Context: an optimization exercise on an open-source flow, tuned for small area and a short achievable clock period. The choices shown serve that exercise and are no tape-out recipe.
In this exercise RTL edits were held to simulation tests only and were not proved equivalent to the original.
Power is estimated from default activity; no workload was simulated.

==> design/flow/design.v <==
`default_nettype none
package tla_pkg;
    localparam int LINE_CAPACITY_DEF = 256;
    localparam int APB_ADDR_W = 3;
    localparam int APB_DATA_W = 32;
    localparam logic REG_ECHO_ENABLE = 1'b0;
    localparam logic REG_ECHO_HIDDEN = 1'b1;
    localparam logic CMD_RECEIVE = 1'b0;
    localparam logic CMD_READ    = 1'b1;
    localparam logic [1:0] KIND_ECHO = 2'd0;
    localparam logic [1:0] KIND_LINE = 2'd1;
    localparam logic [1:0] KIND_READ = 2'd2;
    localparam logic [7:0] BS_CODE    = 8'd8;
    localparam logic [7:0] DEL_CODE   = 8'd127;
    localparam logic [7:0] SPACE_CODE = 8'd32;
    localparam logic [7:0] NL_CODE    = 8'd10;
    typedef struct packed {
        logic       cmd;
        logic [7:0] data_byte;
        logic [7:0] read_index;
    } req_item_t;
    typedef struct packed {
        logic [1:0] kind;
        logic [7:0] value;
        logic [7:0] line_length;
        logic       last;
    } rsp_item_t;
    typedef struct packed {
        logic echo_enable;
        logic echo_hidden;
    } cfg_t;
endpackage
`default_nettype wire
`default_nettype none
module tla_store #(
    parameter int TAPS = 4,
    parameter int INC  = 1,
    parameter int TW   = (TAPS > 1) ? $clog2(TAPS) : 1
) (
    input  wire logic            clk,
    input  wire logic            rst_n,
    output      logic [7:0]      head,       
    input  wire logic            we,         
    input  wire logic [TW-1:0]   wtap,
    input  wire logic [TW-1:0]   rtap,
    input  wire logic [7:0]      wdata,
    output      logic [7:0]      rdata       
);
    localparam int STEP = 256 / TAPS;
    logic [255:0][7:0] ring;
    logic [7:0]        head_reg;
    always_ff @(posedge clk or negedge rst_n)
    begin
        if (!rst_n)
            head_reg <= 8'd0;
        else
            head_reg <= head_reg + 8'(INC);
    end
    assign head = head_reg;
    for (genvar k = 0; k < 256; k++)
    begin : g_stage
        localparam int NXT = (k + 1) % 256;
        if ((NXT % STEP) == 0)
        begin : g_tap
            always_ff @(posedge clk)
                ring[k] <= (we && (wtap == TW'(NXT / STEP))) ? wdata : ring[NXT];
        end
        else
        begin : g_plain
            always_ff @(posedge clk)
                ring[k] <= ring[NXT];
        end
    end
    always_comb
    begin
        rdata = ring[0];
        for (int j = 1; j < TAPS; j++)
            if (rtap == TW'(j))
                rdata = ring[j * STEP];
    end
endmodule
`default_nettype wire
`default_nettype none
module tla_regs (
    input  wire logic                                clk,
    input  wire logic                                rst_n,
    input  wire logic                                psel,
    input  wire logic                                penable,
    input  wire logic                                pwrite,
    input  wire logic [tla_pkg::APB_ADDR_W-1:0]      paddr,
    input  wire logic [tla_pkg::APB_DATA_W-1:0]      pwdata,
    output      logic [tla_pkg::APB_DATA_W-1:0]      prdata,
    output      logic                                pready,
    output      tla_pkg::cfg_t                       cfg
);
    logic echo_enable_reg;
    logic echo_hidden_reg;
    logic rd_bit_reg;
    logic wr_en;
    assign wr_en  = psel && penable && pwrite;
    assign pready = 1'b1;
    always_ff @(posedge clk or negedge rst_n)
    begin
        if (!rst_n)
        begin
            echo_enable_reg <= 1'b1;
            echo_hidden_reg <= 1'b0;
        end
        else if (wr_en)
        begin
            if (paddr[2])
                echo_hidden_reg <= pwdata[0];
            else
                echo_enable_reg <= pwdata[0];
        end
    end
    always_ff @(posedge clk)
    begin
        rd_bit_reg <= paddr[2] ? echo_hidden_reg : echo_enable_reg;
    end
    assign prdata = {31'd0, rd_bit_reg};
    assign cfg.echo_enable = echo_enable_reg;
    assign cfg.echo_hidden = echo_hidden_reg;
endmodule
`default_nettype wire
`default_nettype none
module tla_ctrl #(
    parameter int TAPS = 4,
    parameter int DINC = 1,                  
    parameter int TW   = (TAPS > 1) ? $clog2(TAPS) : 1
) (
    input  wire logic                 clk,
    input  wire logic                 rst_n,
    input  wire tla_pkg::cfg_t        cfg,
    input  wire logic                 req_valid,
    output      logic                 req_ready,
    input  wire tla_pkg::req_item_t   req,
    output      logic                 rsp_valid,
    input  wire logic                 rsp_ready,
    output      tla_pkg::rsp_item_t   rsp,
    input  wire logic [7:0]           head,
    output      logic                 mem_we,
    output      logic [TW-1:0]        mem_tap,
    output      logic [7:0]           mem_wdata,
    input  wire logic [7:0]           mem_rdata
);
    localparam int STEP = 256 / TAPS;
    localparam int SB   = $clog2(STEP);
    logic               idle_reg, mem_reg, out_reg;
    logic [1:0]         step_reg;
    tla_pkg::req_item_t b_reg;
    logic [7:0]         pos_reg;
    logic               rsp_valid_reg;
    tla_pkg::rsp_item_t rsp_reg;
    logic accept;
    logic is_del, is_ctl, is_full, pos_zero;
    logic need_mem, read_top;
    logic [7:0] addr;
    logic [7:0] dist_v;
    logic hit;
    logic mem_done;
    logic none;
    logic load_out, load_read;
    logic beat_done;
    tla_pkg::rsp_item_t cur_item;
    logic [7:0] pos_next;
    assign accept = idle_reg && req_valid;
    assign is_del   = (b_reg.data_byte == tla_pkg::BS_CODE) || (b_reg.data_byte == tla_pkg::DEL_CODE);
    assign is_ctl   = (b_reg.data_byte < tla_pkg::SPACE_CODE) && !is_del;
    assign is_full  = (pos_reg == 8'd254);
    assign pos_zero = (pos_reg == 8'd0);
    assign read_top = (b_reg.read_index == 8'd255);
    assign need_mem = b_reg.cmd ? !read_top : !is_del;
    assign addr      = b_reg.cmd ? b_reg.read_index : pos_reg;
    assign dist_v      = addr - head;
    assign hit       = (dist_v[SB-1:0] == '0);
    if (TAPS > 1)
    begin : g_tap
        assign mem_tap = TW'(dist_v[7:SB] * TW'(DINC));
    end
    else
    begin : g_tap1
        assign mem_tap = 1'b0;
    end
    assign mem_wdata = is_ctl ? 8'd0 : b_reg.data_byte;
    assign mem_we    = mem_reg && need_mem && !b_reg.cmd && hit;
    assign load_read = mem_reg && b_reg.cmd && !rsp_valid_reg && (read_top || hit);
    assign mem_done  = mem_reg && !b_reg.cmd && (!need_mem || hit);
    always_comb
    begin
        cur_item = '0;
        none     = 1'b0;
        if (is_del)
        begin
            none             = pos_zero || !cfg.echo_enable;
            cur_item.kind    = tla_pkg::KIND_ECHO;
            cur_item.value   = (step_reg == 2'd1) ? tla_pkg::SPACE_CODE : tla_pkg::BS_CODE;
            cur_item.last    = (step_reg == 2'd2);
        end
        else if (is_ctl || is_full)
        begin
            if (cfg.echo_enable && (step_reg == 2'd0))
            begin
                cur_item.kind  = tla_pkg::KIND_ECHO;
                cur_item.value = tla_pkg::NL_CODE;
            end
            else
            begin
                cur_item.kind        = tla_pkg::KIND_LINE;
                cur_item.value       = is_ctl ? b_reg.data_byte : 8'd0;
                cur_item.line_length = is_ctl ? pos_reg : 8'd255;
                cur_item.last        = 1'b1;
            end
        end
        else
        begin
            none           = !cfg.echo_enable || cfg.echo_hidden;
            cur_item.kind  = tla_pkg::KIND_ECHO;
            cur_item.value = b_reg.data_byte;
            cur_item.last  = 1'b1;
        end
    end
    assign load_out  = out_reg && !none && !rsp_valid_reg;
    assign beat_done = load_read || (out_reg && (none || (load_out && cur_item.last)));
    always_comb
    begin
        if (is_del)
            pos_next = pos_zero ? pos_reg : pos_reg - 8'd1;
        else if (is_ctl || is_full)
            pos_next = 8'd0;
        else
            pos_next = pos_reg + 8'd1;
    end
    always_ff @(posedge clk or negedge rst_n)
    begin
        if (!rst_n)
        begin
            idle_reg      <= 1'b1;
            mem_reg       <= 1'b0;
            out_reg       <= 1'b0;
            pos_reg       <= 8'd0;
            rsp_valid_reg <= 1'b0;
        end
        else
        begin
            idle_reg <= (idle_reg && !req_valid) || beat_done;
            mem_reg  <= accept || (mem_reg && !mem_done && !load_read);
            out_reg  <= mem_done || (out_reg && !beat_done);
            if (out_reg && beat_done)
                pos_reg <= pos_next;
            rsp_valid_reg <= load_read || load_out || (rsp_valid_reg && !rsp_ready);
        end
    end
    always_ff @(posedge clk)
    begin
        if (idle_reg)
            b_reg <= req;
        if (accept)
            step_reg <= 2'd0;
        else if (load_out)
            step_reg <= step_reg + 2'd1;
        if (load_read)
        begin
            rsp_reg       <= '0;
            rsp_reg.kind  <= tla_pkg::KIND_READ;
            rsp_reg.value <= read_top ? 8'd0 : mem_rdata;
            rsp_reg.last  <= 1'b1;
        end
        else if (load_out)
            rsp_reg <= cur_item;
    end
    assign req_ready = idle_reg;
    assign rsp_valid = rsp_valid_reg;
    assign rsp       = rsp_reg;
endmodule
`default_nettype wire
`default_nettype none
module terminal_line_assembler #(
    parameter int LINE_CAPACITY = tla_pkg::LINE_CAPACITY_DEF
) (
    input  wire logic                            clk,
    input  wire logic                            rst_n,
    input  wire logic                            req_valid,
    output      logic                            req_ready,
    input  wire logic [16:0]                     req,
    output      logic                            rsp_valid,
    input  wire logic                            rsp_ready,
    output      logic [18:0]                     rsp,
    input  wire logic                            psel,
    input  wire logic                            penable,
    input  wire logic                            pwrite,
    input  wire logic [tla_pkg::APB_ADDR_W-1:0]  paddr,
    input  wire logic [tla_pkg::APB_DATA_W-1:0]  pwdata,
    output      logic [tla_pkg::APB_DATA_W-1:0]  prdata,
    output      logic                            pready
);
    localparam int TAPS = 4;
    localparam int INC  = 171;
    localparam int DINC = 3;
    localparam int TW   = (TAPS > 1) ? $clog2(TAPS) : 1;
    tla_pkg::cfg_t cfg;
    logic [7:0]    head;
    logic          mem_we;
    logic [TW-1:0] mem_tap;
    logic [7:0]    mem_wdata;
    logic [7:0]    mem_rdata;
    tla_regs u_regs (
        .clk     (clk),
        .rst_n   (rst_n),
        .psel    (psel),
        .penable (penable),
        .pwrite  (pwrite),
        .paddr   (paddr),
        .pwdata  (pwdata),
        .prdata  (prdata),
        .pready  (pready),
        .cfg     (cfg)
    );
    tla_ctrl #(
        .TAPS (TAPS),
        .DINC (DINC)
    ) u_ctrl (
        .clk       (clk),
        .rst_n     (rst_n),
        .cfg       (cfg),
        .req_valid (req_valid),
        .req_ready (req_ready),
        .req       (req),
        .rsp_valid (rsp_valid),
        .rsp_ready (rsp_ready),
        .rsp       (rsp),
        .head      (head),
        .mem_we    (mem_we),
        .mem_tap   (mem_tap),
        .mem_wdata (mem_wdata),
        .mem_rdata (mem_rdata)
    );
    tla_store #(
        .TAPS (TAPS),
        .INC  (INC)
    ) u_store (
        .clk   (clk),
        .rst_n (rst_n),
        .head  (head),
        .we    (mem_we),
        .wtap  (mem_tap),
        .rtap  (mem_tap),
        .wdata (mem_wdata),
        .rdata (mem_rdata)
    );
endmodule
`default_nettype wire
==> design/flow/run.sh <==
#!/bin/bash
# synth_recipe.tcl (not shown) runs the flow's synth.tcl, then flattens the netlist and writes it again
# the make line also repeats each setting of config.mk as NAME=value (left out here)
make -C /OpenROAD-flow-scripts/flow DESIGN_CONFIG=/design/flow/config.mk WORK_HOME=/design/flow/orfs CLKGATE_MAP_FILE= SYNTH_SCRIPT=/design/flow/synth_recipe.tcl finish
==> design/flow/config.mk <==
export PLATFORM = sky130hd
export DESIGN_NAME = terminal_line_assembler
export DESIGN_NICKNAME = terminal_line_assembler
export VERILOG_FILES = /design/flow/design.v
export SDC_FILE = /design/flow/constraint.sdc
export NUM_CORES = 4
export LEC_CHECK = 0
export CAP_MARGIN = 20
export CORE_MARGIN = 2
export CORE_UTILIZATION = 45
export PLACE_DENSITY = 0.6
export SLEW_MARGIN = 20
==> design/flow/constraint.sdc <==
create_clock -name core_clock -period 5.0 [get_ports {clk}]
set_input_delay 1.0000 -clock core_clock [delete_from_list [all_inputs] [get_ports {clk}]]
set_output_delay 1.0000 -clock core_clock [all_outputs]
set_load 0.01 [all_outputs]
==> flow_summary.json <==
{
  "dp_cells": 3790,
  "seq_area_frac_synth_pct": 94.4,
  "area_delta_synth_final_pct": 18.4,
  "worstSetupStartpointType": "register",
  "async_flop_share_pct": 1.04,
  "cp_max_fo": 18,
  "stdcell_count": 4131,
  "die_w_um": 321,
  "synth_edf_count": 25,
  "power_density_mw_per_mm2": 603,
  "initialDrtViolationCount": 746,
  "relSlewSlack_pct": 37.2,
  "clk_pin_slew_ps": 60,
  "cp.required_ps": 5620,
  "vias": 16400,
  "drtAntennaViolNets": 0,
  "grt_max_degree": 23,
  "synth-main-ff-cell": "dfxtp_1",
  "fin_skew_ps": 30.9,
  "grt_usage_pct": 11.1,
  "largest_reg_flops": 2048,
  "tightest_slew_ps": 938,
  "ys_ff_latch": 2109,
  "drive_gt1_share_pct": 12.5,
  "worstPathCellList": "nand2_1 -> o21ai_0 -> ha_1 -> nor2b_1 -> o211ai_1 -> a21boi_0 -> o31a_1 -> a21oi_1 -> xnor2_2 -> buf_4 -> nor3_2 -> mux2_2",
  "yosysWarnings": 3,
  "io_buffer_count": 47,
  "core_mm2": 0.0997,
  "cts_hold_buf": 0,
  "gp_congestion": 0.778,
  "rsz0062_at_grt": "no",
  "use_met1_pct": 16.8,
  "synth_cell_types": 62,
  "period_share_pct": 78.5,
  "synth_area_mm2": 0.0451,
  "cp-end-kind": "register",
  "critPathTopFamily": "simple AND/OR/NAND/NOR gates",
  "vias_per_cell": 3.97,
  "syn_area_per_cell_um2": 18.3,
  "crit_slowest_cell": "nor3_2",
  "synth_cells": 2461,
  "path_class": "register to register",
  "antenna_found_initial": 4,
  "wire_per_inst_um": 13.3,
  "setup_violations": 0,
  "dieArea_mm2": 0.103,
  "post-cts-setup-buffer-count": 0,
  "root_buffer": "clkbuf_16",
  "drc": 0,
  "grt_use_met3_pct": 3.38,
  "cts_resized": 0,
  "numCtsBuffers": 183,
  "cts_tree": "yes",
  "boundaryPins": 113,
  "clock.fmax_mhz": 255,
  "num-fill-cells": 7692,
  "top_usage_layer": "met1",
  "grtUsageMet2_pct": 14.2,
  "hold_ws_ps": 255,
  "overflow": 0,
  "max_stage_delay_ps": 810,
  "ctsHtreeMaxLevel": 4,
  "die_h_um": 321,
  "numClockSinks": 2109,
  "rows": 116,
  "start_util_pct": 45.2,
  "final_nets": 2751,
  "fin_crit_ps": 3930,
  "finalMaxSlewViolations": 0,
  "drv_cap": 0,
  "drtPass1Iterations": 7,
  "setup_tns_ps": 0,
  "grt_pass1_vias": 17200,
  "p_total_uw": 32200,
  "peakVddDrop_uv": 276,
  "path_buf_inv": 1,
  "hold_path_class": "input port to asynchronous set/reset pin",
  "post-dp-hpwl_um": 29100,
  "hold_viol": 0,
  "status": "timing/DRC/antenna clean",
  "grt_first_pass_wirelength_um": 90900,
  "insertion_delay_ps": 750,
  "leakage_uw": 0.0215,
  "cp_data_arrival_time_ps": 4550,
  "clk_path_buf_depth": 3,
  "totalWireLength_um": 55100
}
## cell usage after synthesis, types with 4 or more instances
| library cell | count | share of area (%) |
|---|---|---|
| a21oi_1 | 15 | 0.17 |
| and2_1 | 6 | 0.083 |
| buf_4 | 34 | 0.57 |
| clkbuf_1 | 10 | 0.083 |
| dfrtp_1 | 20 | 1.1 |
| dfxtp_1 | 2062 | 92 |
| edfxtp_1 | 25 | 1.7 |
| ha_1 | 15 | 0.42 |
| inv_1 | 18 | 0.15 |
| mux2_2 | 39 | 0.97 |
| mux2i_1 | 21 | 0.47 |
| nand2_1 | 29 | 0.24 |
| nand3_1 | 12 | 0.13 |
| nand4_1 | 7 | 0.097 |
| nor2_1 | 32 | 0.27 |
| nor3_1 | 4 | 0.044 |
| o211ai_1 | 4 | 0.067 |
| o21ai_0 | 18 | 0.20 |
| o221ai_1 | 7 | 0.14 |
| o2bb2ai_1 | 9 | 0.17 |
| or3_1 | 4 | 0.055 |
| xnor2_1 | 10 | 0.19 |
## layout by cell type, fill, tap and decap left out, types with 3 or more instances in the layout
cell             synthesis  layout
clkdlybuf4s50_1          0      46
o221ai_1                 7       7
clkinv_2                 0      25
bufinv_16                0      15
dfxtp_1               2062    2062
a22oi_1                  3       3
clkinv_4                 0       3
ha_1                    15      15
or3_1                    4       4
clkbuf_8                 0      55
conb_1                   2      32
nor2_1                  32      32
o211ai_1                 4       4
a31oi_1                  3       3
o22ai_1                  3       3
clkbuf_16                0     185
mux2i_1                 21      21
xnor2_1                 10      10
o21ai_0                 18      18
mux2_2                  39      39
a21boi_0                 3       3
nand2_1                 29      29
inv_6                    0       5
dfrtp_1                 20      20
diode_2                  0       3
inv_1                   18      18
and2_1                   6       6
nand3_1                 12      12
nor3_1                   4       4
nand4_1                  7       7
o2bb2ai_1                9       9
a21oi_1                 15      15
clkinv_8                 0       6
clkbuf_1                10      39
nand2b_1                 3       3
edfxtp_1                25      25
and3_1                   3       3
o31ai_1                  3       3
## per-stage QoR
| step | util, % | setup slack [ps] | instance area (um2) |
|---|---|---|---|
| after global routing | 53.5 | 879 | 53400 |
| after floorplan | - | 1690 | 45200 |
| after global placement | 47.1 | 1100 | 47000 |
| after CTS | 53.5 | 1040 | 53400 |
| after detailed placement | 47.1 | 1080 | 47000 |
| final | 53.5 | 1070 | 53400 |
## cells by family after synthesis
kind of cell             share of synthesized area [%]
multiplexers                                      1.44
other                                           0.0167
AO/OA/AOI/OAI                                     1.28
flip-flops                                        94.4
XOR/XNOR                                         0.269
AND/OR/NAND/NOR                                   1.29
buffers and inverters                            0.855
adder cells (fa/ha/maj)                          0.416
## path summary, 6_finish.rpt
path / startpoint / endpoint / slack (ps) / cells past startpoint
min in group core_clock: u_store.ring[412]$_DFF_P_ / u_store.ring[404]$_DFF_P_ / 300 / 0
max reg2reg: u_ctrl.b_reg[16]$_DFFE_PP_ / u_store.ring[509]$_DFF_P_ / 1070 / 12
min reg2reg: u_store.ring[412]$_DFF_P_ / u_store.ring[404]$_DFF_P_ / 300 / 0
max in group asynchronous: rst_n / u_store.head_reg[6]$_DFF_PN0_ / 4340 / 1
min: rst_n / u_store.head_reg[2]$_DFF_PN0_ / 250 / 1
max: u_ctrl.b_reg[16]$_DFFE_PP_ / u_store.ring[509]$_DFF_P_ / 1070 / 12
## routing by layer
layer	up-vias	wire [um]
met5	-	0
met4	0	1510
met3	118	2700
met2	297	20800
met1	7780	30100
li1	8214	-
## final cells by class
cell class / instances / area [um2] / area share [%]
Clock buffer: 279 / 5530 / 10.4
Clock inverter: 59 / 850 / 1.59
Multi-Input combinational cell: 316 / 2240 / 4.20
Sequential cell: 2109 / 42600 / 79.8
Timing Repair Buffer: 49 / 480 / 0.900
Inverter: 18 / 67.6 / 0.127
Antenna cell: 3 / 7.51 / 0.0141
Tap cell: 1298 / 1620 / 3.04
## where the power goes
group / leakage [uW] / switching [uW] / internal, uW
Clock: 0.00315 / 5810 / 8450
Combinational: 0.00129 / 358 / 320
Sequential: 0.0171 / 190 / 17000
Total: 0.0215 / 6350 / 25800
## worst reg2reg max path, delay by kind of cell (launching register included)
kind | cells | cell delay (ps)
compound gates | 5 | 1010
xor+xnor | 1 | 80
fa+ha+maj | 1 | 330
buf+inv | 1 | 250
flops | 1 | 600
mux | 1 | 430
simple gates | 3 | 1100

==> static timing again, ports no longer ideal <==
No port has a modelled driver above. Below, the same layout with a new extraction and two added sets of constraints.
Step 1 assumes that a clkbuf_16 drives the clock port and a buf_2 every other input.
Step 2 times the ports against the registers' clock, not the clock port: input delays grow and output delays shrink by t, the midpoint of the rising clock arrivals with the driver on.
a / b / c = ideal ports / drivers / drivers and shift; a / b = the first two.
t, ns: 0.797
setup WS [ns]: 1.075 / 1.075 / 1.075
hold slack, ns: 0.255 / 0.219 / 0.296
worst register clock-pin slew, ns: 0.07 / 0.07
worst slew at a driven data input, ns: 0.15
After both steps setup and hold are still met in this run. For this run, drivers alone change the setup slack by 0.000 ns; drivers and shift together by 0.000 ns.
